This design comes from an exercise in tuning for small area, a short achievable clock period and few clock cycles per item on the open sky130 flow, not from production work. Function was checked by simulation only, so behaviour that the tests miss may differ from the original. Power and IR drop assume default switching activity.

Design conv_pool, start of the top module:
module conv_pool (
	input  logic        clk,
	input  logic        rst_n,
	input  logic        enable,
	input  logic [7:0]  input_data,
	output logic        busy,
	input  logic        wb_cyc,
	input  logic        wb_stb,
	input  logic        wb_we,
	input  logic [3:0]  wb_adr,
	input  logic [7:0]  wb_dat_i,
	output logic        wb_ack,
	output logic [7:0]  wb_dat_o,
	output logic        res_wen,
	output logic [1:0]  res_addr,
	output logic [31:0] res_data,
	output logic [3:0]  res_bytemask,
	output logic        done
);
Size in the first run: about 1900 cells after synthesis, roughly 360 flip-flops, roughly 18000 sq um of cells after synthesis.
export LEC_CHECK = 0
export ABC_AREA = 1
export CAP_MARGIN = 20
export CORE_MARGIN = 2
export CORE_UTILIZATION = 40
export CTS_BUF_LIST = sky130_fd_sc_hd__clkbuf_8
export CTS_CLUSTER_DIAMETER = 50
export CTS_CLUSTER_SIZE = 18
export SLEW_MARGIN = 20
create_clock -name core_clock -period 10.0 [get_ports {clk}]
standard.sh (not shown) runs the stock make flow with config.mk's settings and CLKGATE_MAP_FILE= SYNTH_SCRIPT=/design/flow/synth_recipe.tcl, a recipe that flattens the netlist after the stock synthesis.
==> flow/flow/run.sh <==
#!/bin/bash
# The standard layout, with timing repair aimed at a tighter setup margin
# than the 10 ns clock needs (the SDC and clock period are unchanged)
bash standard.sh SETUP_SLACK_MARGIN=6.6 finish > standard.log 2>&1
Testbench counts at the start, summed over its fixed seeds: cycles 4,416, images 64.
Change:
- CORE_UTILIZATION: 40 -> 65
- CTS_BUF_LIST: sky130_fd_sc_hd__clkbuf_8 -> unset
- CTS_CLUSTER_DIAMETER: 50 -> unset
- CTS_CLUSTER_SIZE: 18 -> unset
What happened: Utilization climbs by 29 points. Worst setup slack loses 0.074 ns. Wire length climbs by 0.85%. Final cell count drops by 8.4%. Final area climbs by 0.76%. Sequential power stays flat. Combinational power climbs by about 1%. Global-route usage climbs by 11 points. Total power climbs by 9.1%.
Change:
- CORE_UTILIZATION: 65 -> 40
- CTS_BUF_LIST: unset -> sky130_fd_sc_hd__clkbuf_8
- CTS_CLUSTER_DIAMETER: unset -> 60
- CTS_CLUSTER_SIZE: unset -> 24
What happened: The new run completed without violations; first-iteration DRC count decreases by about a fifth; die area increases by well over a third; design area decreases slightly; sequential power barely changes; routed wire length decreases slightly; core utilization decreases by 29 points; sequential share of layout area increases by 0.35 points; total power decreases by roughly a tenth; synthesized area is unchanged; fmax increases by a few percent.
Change:
--- a/flow/flow/run.sh
+++ b/flow/flow/run.sh
@@ -4 +4 @@
-bash standard.sh SETUP_SLACK_MARGIN=6.6 finish > standard.log 2>&1
+bash standard.sh SETUP_SLACK_MARGIN=7.0 finish > standard.log 2>&1
- CTS_BUF_LIST: sky130_fd_sc_hd__clkbuf_8 -> unset
- CTS_CLUSTER_DIAMETER: 60 -> unset
- CTS_CLUSTER_SIZE: 24 -> unset
What happened:
- via count climbs by 4.0%
- worst hold slack loses 0.0041 ns
- setup slack improved by 0.058 ns
- critical path depth is unchanged
- total power went up by 23%
- cell area goes up by 11%
- first-iteration DRC count fell by 11%
- cell count rises by 2.7%
- combinational power came out higher by 40%
- sequential power hardly moves

========
## job 9118
conv_pool again, from the RTL that the note above started with.
clock: 10.0 ns
lec_check: 0
abc_area: 1
cap_margin: 20
core_margin: 2
core_utilization: 40
slew_margin: 20
run.sh (not shown) runs the stock make flow with config.mk's settings and CLKGATE_MAP_FILE= SYNTH_SCRIPT=/design/flow/synth_recipe.tcl, a recipe that flattens the netlist after the stock synthesis.
Stock flow here: none of the scripts above is used.
Testbench counts of job 9118, summed over its fixed seeds: cycles 4,416, images 64.
The following lists how job 8401 was set up differently from job 9118:
- putting CTS_CLUSTER_SIZE at 18 where nothing was set
- putting CTS_CLUSTER_DIAMETER at 50 where nothing was set
- putting CTS_BUF_LIST at sky130_fd_sc_hd__clkbuf_8 where nothing was set
==> flow/flow/run.sh (new file) <==
#!/bin/bash
# The standard layout, with timing repair aimed at a tighter setup margin
# than the 10 ns clock needs (the SDC and clock period are unchanged), and
# plain buffers on the ports
bash standard.sh SETUP_SLACK_MARGIN=6.6 "BUFFER_PORTS_ARGS=-buffer_cell sky130_fd_sc_hd__buf_2" finish > standard.log 2>&1
==> flow/standard.sh (new file) <==
#!/bin/bash
# synth_recipe.tcl (not shown) runs the flow's synth.tcl, then flattens the netlist and writes it again
# the make line also repeats each setting of config.mk as NAME=value (left out here)
make -C /OpenROAD-flow-scripts/flow DESIGN_CONFIG=/design/flow/config.mk WORK_HOME=/design/flow/orfs CLKGATE_MAP_FILE= SYNTH_SCRIPT=/design/flow/synth_recipe.tcl "${@:-finish}"
removed: flow/run.sh
--- outcome ---
- Between job 8401 and job 9118, it is job 8401 whose final cell count is higher, by 17.
- Job 8401 against job 9118: combinational share of power up 2.5 points; met2 layer wire length in the routed design up 480 µm; worst setup slack after placement up 54 ps; final cycle utilization of the critical path down 6.7 points; clock network fraction of design power down 7.3 points.
- From job 9118 to job 8401 the numbers moved as follows: switching part of the total power rose 4.5 points; final worst clock skew now larger; peak clock frequency supported by timing increased 20%; total leakage power went down 0.051 nW.
- In summary, job 8401 completed successfully, with a layout that passed the timing, design-rule and antenna checks.
- Post-cts resize count ended up 20 higher on job 8401 than on job 9118.
Inputs modified between job 8401 and job 2199:
- removing CTS_CLUSTER_DIAMETER (formerly 50)
- removing CTS_CLUSTER_SIZE (formerly 18)
- removing CTS_BUF_LIST (formerly sky130_fd_sc_hd__clkbuf_8)
==> flow/flow/run.sh <==
#!/bin/bash
# The standard layout, with timing repair aimed at a tighter setup margin
# than the 10 ns clock needs (the SDC and clock period are unchanged)
bash standard.sh SETUP_SLACK_MARGIN=6.6 finish > standard.log 2>&1
Findings:
- Job 2199: done, clean on timing, DRC and antenna
- Cmp job 2199 and job 8401 / slew of the pin with the lowest slew margin / lower: job 8401
- Comparing count of vias placed by the detailed router for job 2199 and job 8401, the bigger number came from job 2199.
- Job 2199 gives less critical path data required time than job 8401 did.
- Going from job 8401 to job 2199, layout clock buffer count grew by more than a quarter.
- Summary of job 2199 over job 8401: first-iteration DRC count -58; sum of internal, switching and leakage power up 12%; final cell count without fillers -about 0.34%.
- When job 2199 is set beside job 8401, its final area turns out to be about 2.8% larger.
- On routed wire length: job 2199 sits above job 8401.
Input changes introduced in job 152 (baseline for comparison: job 2199):
- CTS_CLUSTER_SIZE now 30, previously not set
- CTS_CLUSTER_DIAMETER now 80, previously not set
- CTS_BUF_LIST now sky130_fd_sc_hd__clkbuf_16, previously not set
Notes after the runs:
Summary of job 152 over job 2199: total congestion overflow barely changed; clock share of power dropped 5.4 points; clock-pin slew reported for the worst setup and hold paths after clock tree synthesis climbed 40 ps; setup TNS barely changed; number of design-rule violations left by the first detailed-router iteration dropped 3.1%.
The routed wirelength normalized by instance count of job 152 falls short of that of job 2199 by 0.61%.
Final-layout worst hold slack in job 152 vs job 2199: up 5.5 ps
In the flow results for job 152 and job 2199, the total wirelength of the detailed-routed design is smaller on job 152.
Compared with job 2199, routed wire length on met2 in job 152 decreased slightly.
The worst setup slack of job 152 and that of job 2199 are within noise of each other.
Synthesized-area fraction occupied by ao, oa, aoi and oai cells: job 152 vs job 2199 identical
Looking at standard cell with the maximum stage delay on the critical path, the fa_1 result is from job 152; the clkdlybuf4s50_1 one comes from job 2199.

========
conv_pool, a different RTL version from the one above (not shown whole).
For scale: roughly 340 flip-flops, roughly 76 I/O pins, roughly 0.018 sq mm of cells after synthesis.
clock: 10.0 ns
lec_check: 0
abc_area: 1
cap_margin: 20
core_margin: 2
core_utilization: 40
cts_buf_list: sky130_fd_sc_hd__clkbuf_8
cts_cluster_diameter: 50
cts_cluster_size: 18
slew_margin: 20
standard.sh (not shown) runs the stock make flow with config.mk's settings and CLKGATE_MAP_FILE= SYNTH_SCRIPT=/design/flow/synth_recipe.tcl, a recipe that flattens the netlist after the stock synthesis.
==> flow/flow/run.sh <==
#!/bin/bash
# The standard layout, with timing repair aimed at a tighter setup margin
# than the 10 ns clock needs (the SDC and clock period are unchanged), and
# the smallest plain buffer on each port
bash standard.sh SETUP_SLACK_MARGIN=6.8 "BUFFER_PORTS_ARGS=-buffer_cell sky130_fd_sc_hd__buf_1" finish > standard.log 2>&1
The baseline completed without violations.
Testbench counts at the start, summed over its fixed seeds: cycles 4,416, images 64.
Then changed:
--- a/flow/config.mk
+++ b/flow/config.mk
@@ -10,5 +10,5 @@
 export CORE_MARGIN = 2
 export CORE_UTILIZATION = 40
-export CTS_BUF_LIST = sky130_fd_sc_hd__clkbuf_8
+export CTS_BUF_LIST = sky130_fd_sc_hd__clkbuf_8 sky130_fd_sc_hd__clkbuf_16
 export CTS_CLUSTER_DIAMETER = 50
 export CTS_CLUSTER_SIZE = 18
Result: Power rises by 9.2%; sequential power hardly moves; utilization rises by 0.52 points; clock power rises by 37%; worst setup slack improved by 0.010 ns; design area rises by 1.2%; worst hold slack is about the same; clock skew falls by 0.022 ns; global-route usage hardly moves.

========
## build 83
Another version of the RTL of conv_pool (not shown whole).
Size in the first run: about 340 flip-flops.
## conv_pool
module conv_pool (
	input  logic        clk,
	input  logic        rst_n,
	input  logic        enable,
	input  logic [7:0]  input_data,
	output logic        busy,
	input  logic        wb_cyc,
	input  logic        wb_stb,
	input  logic        wb_we,
	input  logic [3:0]  wb_adr,
	input  logic [7:0]  wb_dat_i,
	output logic        wb_ack,
	output logic [7:0]  wb_dat_o,
	output logic        res_wen,
	output logic [1:0]  res_addr,
	output logic [31:0] res_data,
	output logic [3:0]  res_bytemask,
	output logic        done
);
clock: 10.0 ns
lec_check: 0
abc_area: 1
cap_margin: 20
core_margin: 2
core_utilization: 55
cts_buf_list: sky130_fd_sc_hd__clkbuf_8
cts_cluster_diameter: 50
cts_cluster_size: 18
slew_margin: 20
==> flow/flow/run.sh <==
#!/bin/bash
# The standard layout, with timing repair aimed at a tighter setup margin
# than the 10 ns clock needs (the SDC and clock period are unchanged)
bash standard.sh SETUP_SLACK_MARGIN=6.8 finish > standard.log 2>&1
Testbench counts of build 83, summed over its fixed seeds: cycles 4,416, images 64.
What build 90 does differently from build 83 at the input level:
Settings: CORE_UTILIZATION changed from 55 to 40.
[summary]
- Post-route worst setup slack, build 83 and build 90: larger value in build 90
- The run showing the smaller final cycle utilization of the critical path is build 90.
- Comparing build 83 and build 90, clock-buffer cell count is higher on build 83.
- Routability congestion estimate from global placement (build 90 / build 83): 0.949
- From build 83 to build 90 the numbers moved as follows: final-layout fill cell count went up 1540; area added between synthesis and finish went up 1.3 points.
--- input diff build 90..build 44 ---
==> flow/flow/run.sh <==
#!/bin/bash
# The standard layout, with timing repair aimed at a tighter setup margin
# than the 10 ns clock needs (the SDC and clock period are unchanged)
bash standard.sh SETUP_SLACK_MARGIN=6.8 RECOVER_POWER=100 finish > standard.log 2>&1
Notes after the runs:
Build 44 completed end to end; final checks failed (max-capacitance violations, max-slew violations).
For cell count, build 44 and build 90 come out practically identical.
In the metrics for build 44 and build 90, the one carrying the higher part of the total power dissipated in combinational logic is build 90.
Build 90 → build 44: net load switching power now smaller; sequential share of layout area comparable.
Build 44 vs. build 90: worst setup slack after layout went down by 1.64 ns.
Number of placement rows: build 90 vs build 44 identical
In build 44 the worst hold slack turned out 0.0035 ns lower than in build 90.
Looking at power share of the clock group, build 44 sits above build 90.
Build 44 reports a higher final critical path time including I/O delays and setup than build 90 does.
Compared with build 90, in build 44 worst-case headroom to the max-slew limit down 140 points; peak clock frequency supported by timing fell 100 MHz.

## static timing again, ports no longer ideal
Ports are ideal in the flow. The routed layouts listed here were re-timed in OpenROAD.
Step 1, drivers: a clkbuf_16 drives clk and a buf_2 each remaining input, both assumed.
Step 2 also shifts input and output timing later by t, the mid clock arrival at the registers, as if the neighbouring blocks saw the same clock.
Slacks: no drivers / after step 1 / after step 2; pairs: no drivers / after step 1.
run | t, ns | slack for setup (ns) | hold slack, ns | latest minus earliest clock arrival (ns) | worst slew at a driven data input, ns
the first run of note 1 | 0.649 | 6.713 / 6.671 / 6.144 | 0.324 / 0.324 / 0.324 | 0.033 / 0.033 | 0.07
the second run of note 1 | 0.579 | 6.639 / 6.585 / 6.270 | 0.324 / 0.324 / 0.324 | 0.022 / 0.022 | 0.07
the third run of note 1 | 0.661 | 6.707 / 6.667 / 6.142 | 0.326 / 0.326 / 0.326 | 0.035 / 0.035 | 0.07
the fourth run of note 1 | 0.602 | 6.765 / 6.765 / 6.402 | 0.322 / 0.322 / 0.322 | 0.022 / 0.022 | 0.07
job 9118 | 0.597 | 6.027 / 6.027 / 6.027 | 0.322 / 0.322 / 0.322 | 0.016 / 0.016 | 0.07
job 8401 | 0.661 | 6.696 / 6.696 / 6.500 | 0.322 / 0.322 / 0.322 | 0.046 / 0.045 | 0.08
job 2199 | 0.599 | 6.654 / 6.681 / 6.083 | 0.323 / 0.323 / 0.323 | 0.018 / 0.017 | 0.07
job 152 | 0.611 | 6.656 / 6.656 / 6.159 | 0.328 / 0.328 / 0.328 | 0.025 / 0.025 | 0.07
the first run of note 3 | 0.661 | 6.848 / 6.799 / 6.364 | 0.310 / 0.310 / 0.310 | 0.044 / 0.045 | 0.08
the second run of note 3 | 0.611 | 6.859 / 6.806 / 6.396 | 0.312 / 0.312 / 0.312 | 0.022 / 0.023 | 0.07
build 83 | 0.609 | 6.713 / 6.713 / 6.248 | 0.329 / 0.329 / 0.329 | 0.041 / 0.041 | 0.09
build 90 | 0.619 | 6.757 / 6.757 / 6.219 | 0.328 / 0.328 / 0.328 | 0.039 / 0.040 | 0.09
build 44 | 0.619 | 5.116 / 5.144 / 4.525 | 0.325 / 0.325 / 0.325 | 0.040 / 0.040 | 0.10
The setup slack of build 44, which loses most, moves by +0.028 ns with the drivers and by -0.591 ns with both steps.
